Source: an optimization exercise on an open RTL-to-GDS flow (aim: small area, a short achievable clock period and few clock cycles per item). Production flows keep margins and buffers that such runs may drop.
Function was checked by simulation only, so behaviour that the tests miss may differ from the original.
Power is estimated from default activity; no workload was simulated.

## rev 12
Design rational_add_sub_reduce_top, start of the top module:
module rational_add_sub_reduce_top
(
    input  wire logic      aclk,
    input  wire logic      aresetn,
    input  wire logic      s_valid,
    output logic           s_ready,
    input  wire logic [128:0] s_data,    
    output logic           m_valid,
    input  wire logic      m_ready,
    output logic [126:0]   m_data       
);
    localparam logic [1:0] M_IDLE = 2'd0, M_RUN = 2'd1, M_DONE = 2'd2;
    logic [1:0]  mstate;
    logic [3:0]  mcnt;
    logic [33:0] mn_hi, md_hi;   
    logic [31:0] mn_lo, md_lo;   
    logic [31:0] x_an, x_ad;
    logic [2:0]  dbd, dbn;       
    logic        f1, f2;         
    logic        mzden;          
    function automatic logic [2:0] booth_dec(input logic y1, input logic y0,
                                             input logic yp, input logic flip);
        booth_dec[0] = y0 ^ yp;
        booth_dec[1] = (y1 & ~y0 & ~yp) | (~y1 & y0 & yp);
        booth_dec[2] = y1 ^ flip;
    endfunction
    function automatic logic [35:0] booth_pp(input logic [31:0] x, input logic [2:0] d);
        logic [35:0] m;
        m = d[0] ? {{4{x[31]}}, x} : (d[1] ? {{3{x[31]}}, x, 1'b0} : 36'd0);
        booth_pp = d[2] ? ~m : m;
    endfunction
    wire [35:0] pp1 = booth_pp(x_an, dbd);
    wire [35:0] pp2 = booth_pp(x_ad, dbn);
    wire [35:0] pp3 = booth_pp(x_ad, dbd);
    wire [35:0] acc_n = {{2{mn_hi[33]}}, mn_hi};
    wire [35:0] acc_d = {{2{md_hi[33]}}, md_hi};
    wire [35:0] cs_s = acc_n ^ pp1 ^ pp2;
    wire [35:0] cs_c = {(acc_n[34:0] & pp1[34:0]) | (acc_n[34:0] & pp2[34:0]) | (pp1[34:0] & pp2[34:0]), dbn[2]};
    wire [35:0] sum_n = cs_s + cs_c + {35'd0, dbd[2]};
    wire [35:0] sum_d = acc_d + pp3 + {35'd0, dbd[2]};
    wire ld;     
    always_ff @(posedge aclk) begin
  ...
clock: 10.0 ns
lec_check: 0
abc_clock_period_in_ps: 4000
cap_margin: 20
core_margin: 2
core_utilization: 40
place_density: 0.6
setup_slack_margin: 5
slew_margin: 20
run.sh (not shown) runs the stock make flow with config.mk's settings and CLKGATE_MAP_FILE= SYNTH_SCRIPT=/design/flow/synth_recipe.tcl, a recipe that flattens the netlist after the stock synthesis.
Testbench counts of rev 12, summed over its fixed seeds: cycles 104,752, items 3,200.
--- input diff rev 12..rev 13 ---
--- a/flow/design.v
+++ b/flow/design.v
@@ -122,13 +122,13 @@
             end
             default: ;
         endcase
     end
     localparam logic [1:0] L_IDLE = 2'd0, L_LOOP = 2'd1, L_HALF2 = 2'd2;
     localparam logic [2:0] C_NONE = 3'd0, C_SUBP = 3'd1, C_SUBN = 3'd2,
-                           C_SHB = 3'd3, C_SWAP = 3'd4, C_ADDP = 3'd5, C_ADDN = 3'd6;
+                           C_SHB = 3'd3, C_SWAP = 3'd4;
     logic [1:0]  lstate;
     logic [63:0] a, b;           
     logic        bp;             
     logic        bz;             
     logic        ineg;           
     logic [63:0] ca1, cb1;       
@@ -140,16 +140,14 @@
     logic        zden;           
     logic        res;            
     logic        cinit;          
     logic [2:0]  hs;             
     wire        new_neg = mn_hi[33] && !mzden;
     wire        new_bz  = mzden || ({mn_hi, mn_lo} == 66'd0);
-    wire        dsub = (a[1] == b[1]) || ineg;
-    wire [64:0] d    = {ineg, b} + {dsub, a ^ {64{dsub}}} + {64'd0, dsub};
-    wire        dneg = dsub && d[64];
-    wire        b_lt_a = (b < a);
+    wire [64:0] d    = {ineg, b} - {1'b0, a};
+    wire        dneg = d[64];
     wire        bpar = b[0] ^ bp;      
     function automatic logic [2:0] tz7(input logic [6:0] v);
         tz7 = v[0] ? 3'd0 : v[1] ? 3'd1 : v[2] ? 3'd2 : v[3] ? 3'd3 :
               v[4] ? 3'd4 : v[5] ? 3'd5 : v[6] ? 3'd6 : 3'd7;
     endfunction
     wire take    = res && m_ready;
@@ -188,28 +186,24 @@
             xsrc  = {1'b0, a};
         end else if (k_half2) begin
             sh    = hs;
             xsrc  = {ineg, a};           
         end
     end
-    wire        xfill = ((k_sub || k_init) && dneg) || (k_half2 && ineg);
-    wire [71:0] xsx  = {{7{xfill}}, xsrc} >> sh;
+    wire [128:0] xsx  = {{64{xsrc[64]}}, xsrc} >> sh;    
     wire [64:0] xsh  = xsx[64:0];
     wire        inv  = (k_sub || k_init) && dneg;
     wire [63:0] bnew = (xsh[63:0] ^ {64{inv}}) | {63'd0, (inv || (k_shb && bp)) && exact};
     wire        bpnew = (inv || (k_shb && bp)) && !exact;
-    wire        c_take_ca = (cop == C_SUBN) || (cop == C_SWAP) || (cop == C_ADDN);
+    wire        c_take_ca = (cop == C_SUBN) || (cop == C_SWAP);
     wire [63:0] ysrc1 = c_take_ca ? ca1 : cb1;
     wire [61:0] ysrc2 = c_take_ca ? ca2 : cb2;
     wire [63:0] cbsh1 = ysrc1 << csh;
     wire [61:0] cbsh2 = ysrc2 << csh;
-    wire        c_nega = (cop == C_ADDN);
-    wire        c_negb = (cop == C_ADDP);
-    wire        c_cin  = c_nega || c_negb;
-    wire [63:0] csum1 = (ca1 ^ {64{c_nega}}) + (cb1 ^ {64{c_negb}}) + {63'd0, c_cin};
-    wire [61:0] csum2 = (ca2 ^ {62{c_nega}}) + (cb2 ^ {62{c_negb}}) + {61'd0, c_cin};
+    wire [63:0] csum1 = ca1 + cb1;
+    wire [61:0] csum2 = ca2 + cb2;
     wire vfin = (lstate == L_LOOP) && bz && !cinit;     
     assign ld = (mstate == M_DONE) && ((lstate == L_IDLE) || vfin);
     wire cof_init = (ld && !vfin && (!res || take)) || (cinit && take);
     always_ff @(posedge aclk) begin
         if (!aresetn) begin
             lstate <= L_IDLE;
@@ -243,14 +237,14 @@
             b    <= bnew;
             bp   <= bpnew;
             ineg <= 1'b0;
         end else if (k_sub) begin
             b   <= bnew;
             bp  <= bpnew;
-            bz  <= dsub && (d[63:0] == 64'd0);
-            if (b_lt_a) a <= b;
+            bz  <= (d[63:0] == 64'd0);
+            if (dneg) a <= b;
         end else if (k_shb) begin
             b   <= bnew;
             bp  <= bpnew;
         end else if (k_swap || k_half || k_half2) begin
             a   <= b;
             b   <= bnew;
@@ -259,26 +253,26 @@
         if (vfin) zden <= zden_v;
     end
     always_ff @(posedge aclk) begin
         if (!in_loop) begin
             cop <= C_NONE;
         end else begin
-            cop <= k_sub ? (dsub ? (b_lt_a ? C_SUBN : C_SUBP) : (b_lt_a ? C_ADDN : C_ADDP)) :
+            cop <= k_sub ? (dneg ? C_SUBN : C_SUBP) :
                    k_shb ? C_SHB : k_swap ? C_SWAP : C_NONE;
         end
         csh <= sh;
     end
     always_ff @(posedge aclk) begin
         if (cof_init) begin
             ca1 <= ld ? (new_neg ? 64'd1 : 64'd0) : (nsign ? 64'd1 : 64'd0);
             ca2 <= 62'd1;
             cb1 <= (ld ? new_neg : nsign) ? {64{1'b1}} : 64'd1;
             cb2 <= 62'd0;
         end else begin
             case (cop)
-                C_SUBP, C_SUBN, C_ADDP, C_ADDN: begin
+                C_SUBP, C_SUBN: begin
                     ca1 <= csum1;
                     ca2 <= csum2;
                     cb1 <= cbsh1;
                     cb2 <= cbsh2;
                 end
                 C_SHB: begin
Notes after the runs:
- Sequential share of layout area: rev 13 vs rev 12 up 3.6 points
- Going from rev 12 to rev 13, net count reported at finish went down by 9.0%, final period demand of the worst path went down by 180 ps, post-synthesis share of cell area spent on xor and xnor gates went down by 5.4 points, power per standard cell area went up by 17%, wire length went down by 6100 µm.
- Rev 13 — average detailed-routed wire length per instance about 5% higher, rev 12 as reference
- A beginning of the critical path of b[1] is what rev 12 shows, while a[0] belongs to rev 13.
- In rev 13, the global-route usage came out 1.4 points above the value in rev 12.
- Of rev 12 and rev 13, rev 13 shows the higher count of clock-buffer cells in the layout, with rev 12 below it.
Testbench counts of rev 13, summed over its fixed seeds: cycles 119,690, items 3,200.

* * *

Another version of the RTL of rational_add_sub_reduce_top (not shown whole).
For scale: about 7400 cells after synthesis, roughly 620 flip-flops, about 260 I/O pins, about 53000 sq um of cells after synthesis.
clock: 10.0 ns
lec_check: 0
abc_area: 1
abc_clock_period_in_ps: 4000
cap_margin: 20
core_margin: 2
core_utilization: 60
place_density: 0.7
setup_slack_margin: 5
slew_margin: 20
Testbench counts at the start, summed over its fixed seeds: cycles 102,509, items 3,200.
Change:
--- a/flow/design.v
+++ b/flow/design.v
@@ -240,23 +240,23 @@
     wire        bpnew = (inv || (k_shb && bp)) && !exact;
     wire [63:0] ysrc1 = c_tca ? ca1 : cb1;
     wire [61:0] ysrc2 = c_tca ? ca2 : cb2;
     wire [63:0] cbsh1 = ysrc1 << csh;
     wire [61:0] cbsh2 = ysrc2 << csh;
     wire        c_cin  = c_nega || c_negb;
     wire [63:0] csum1;
     wire [61:0] csum2;
     wire        csum1_co, csum2_co;
     rasr_add #(.W(64), .LW(6)) u_add_c1 (.x(ca1 ^ {64{c_nega}}), .y(cb1 ^ {64{c_negb}}), .ci(c_cin), .s(csum1), .co(csum1_co), .pall());
     rasr_add #(.W(62), .LW(6)) u_add_c2 (.x(ca2 ^ {62{c_nega}}), .y(cb2 ^ {62{c_negb}}), .ci(c_cin), .s(csum2), .co(csum2_co), .pall());
-    wire last  = k_sub && ab_eq && !cinit;
+    wire last  = k_sub && ab_eq;
     wire vfin  = (lstate == L_LOOP) && bz && !cinit;    
     wire vend  = vfin || last;
     assign ld  = (mstate == M_DONE) && ((lstate == L_IDLE) || vend);
     wire early = last && ld;
     wire cof_init = (ld && !vend && (!res || take)) || (cinit && take);
     logic pf;    
     always_ff @(posedge aclk) begin
         if (!aresetn) begin
             lstate <= L_IDLE;
             res    <= 1'b0;
             cinit  <= 1'b0;
Global-route usage decreases by 0.26 points.
Wire length fell by 2.2%.
Combinational power fell by 43%.
Worst hold slack degrades by 0.036 ns.
Maximum frequency goes up by about 1.2%.
Testbench counts after the change, summed over its fixed seeds: cycles 102,509, items 3,200.

[afterwards: timing with drivers on the ports]
No port has a modelled driver above. Below, the same layouts with a new extraction and two added sets of constraints. Step 1, drivers: a clkbuf_16 drives aclk and a buf_2 each remaining input, both assumed. Step 2 moves the port delays by t, midway between the first and last clock arrival at a register: inputs arrive t later, outputs are due t later. That takes back most of the time a late clock gives input paths. a / b / c = ideal ports / drivers / drivers and shift; a / b = the first two.
| run | t (ns) | slack for setup (ns) | hold slack, ns | clock arrival spread, ns | cell pins on the clock port's net |
|---|---|---|---|---|---|
| rev 12 | 0.777 | 4.814 / 4.814 / 4.101 | 0.435 / 0.435 / 0.435 | 0.030 / 0.030 | 1 |
| rev 13 | 0.772 | 4.991 / 4.991 / 4.351 | 0.429 / 0.429 / 0.429 | 0.044 / 0.043 | 1 |
| the first run of note 2 | 0.733 | 5.137 / 5.079 / 4.346 | 0.487 / 0.487 / 0.487 | 0.032 / 0.032 | 1 |
| the second run of note 2 | 0.737 | 5.196 / 5.094 / 4.357 | 0.450 / 0.450 / 0.450 | 0.025 / 0.026 | 1 |
After both steps every run listed still meets setup and hold. For the second run of note 2, which loses most, drivers alone change the setup slack by -0.102 ns; drivers and shift together by -0.839 ns.
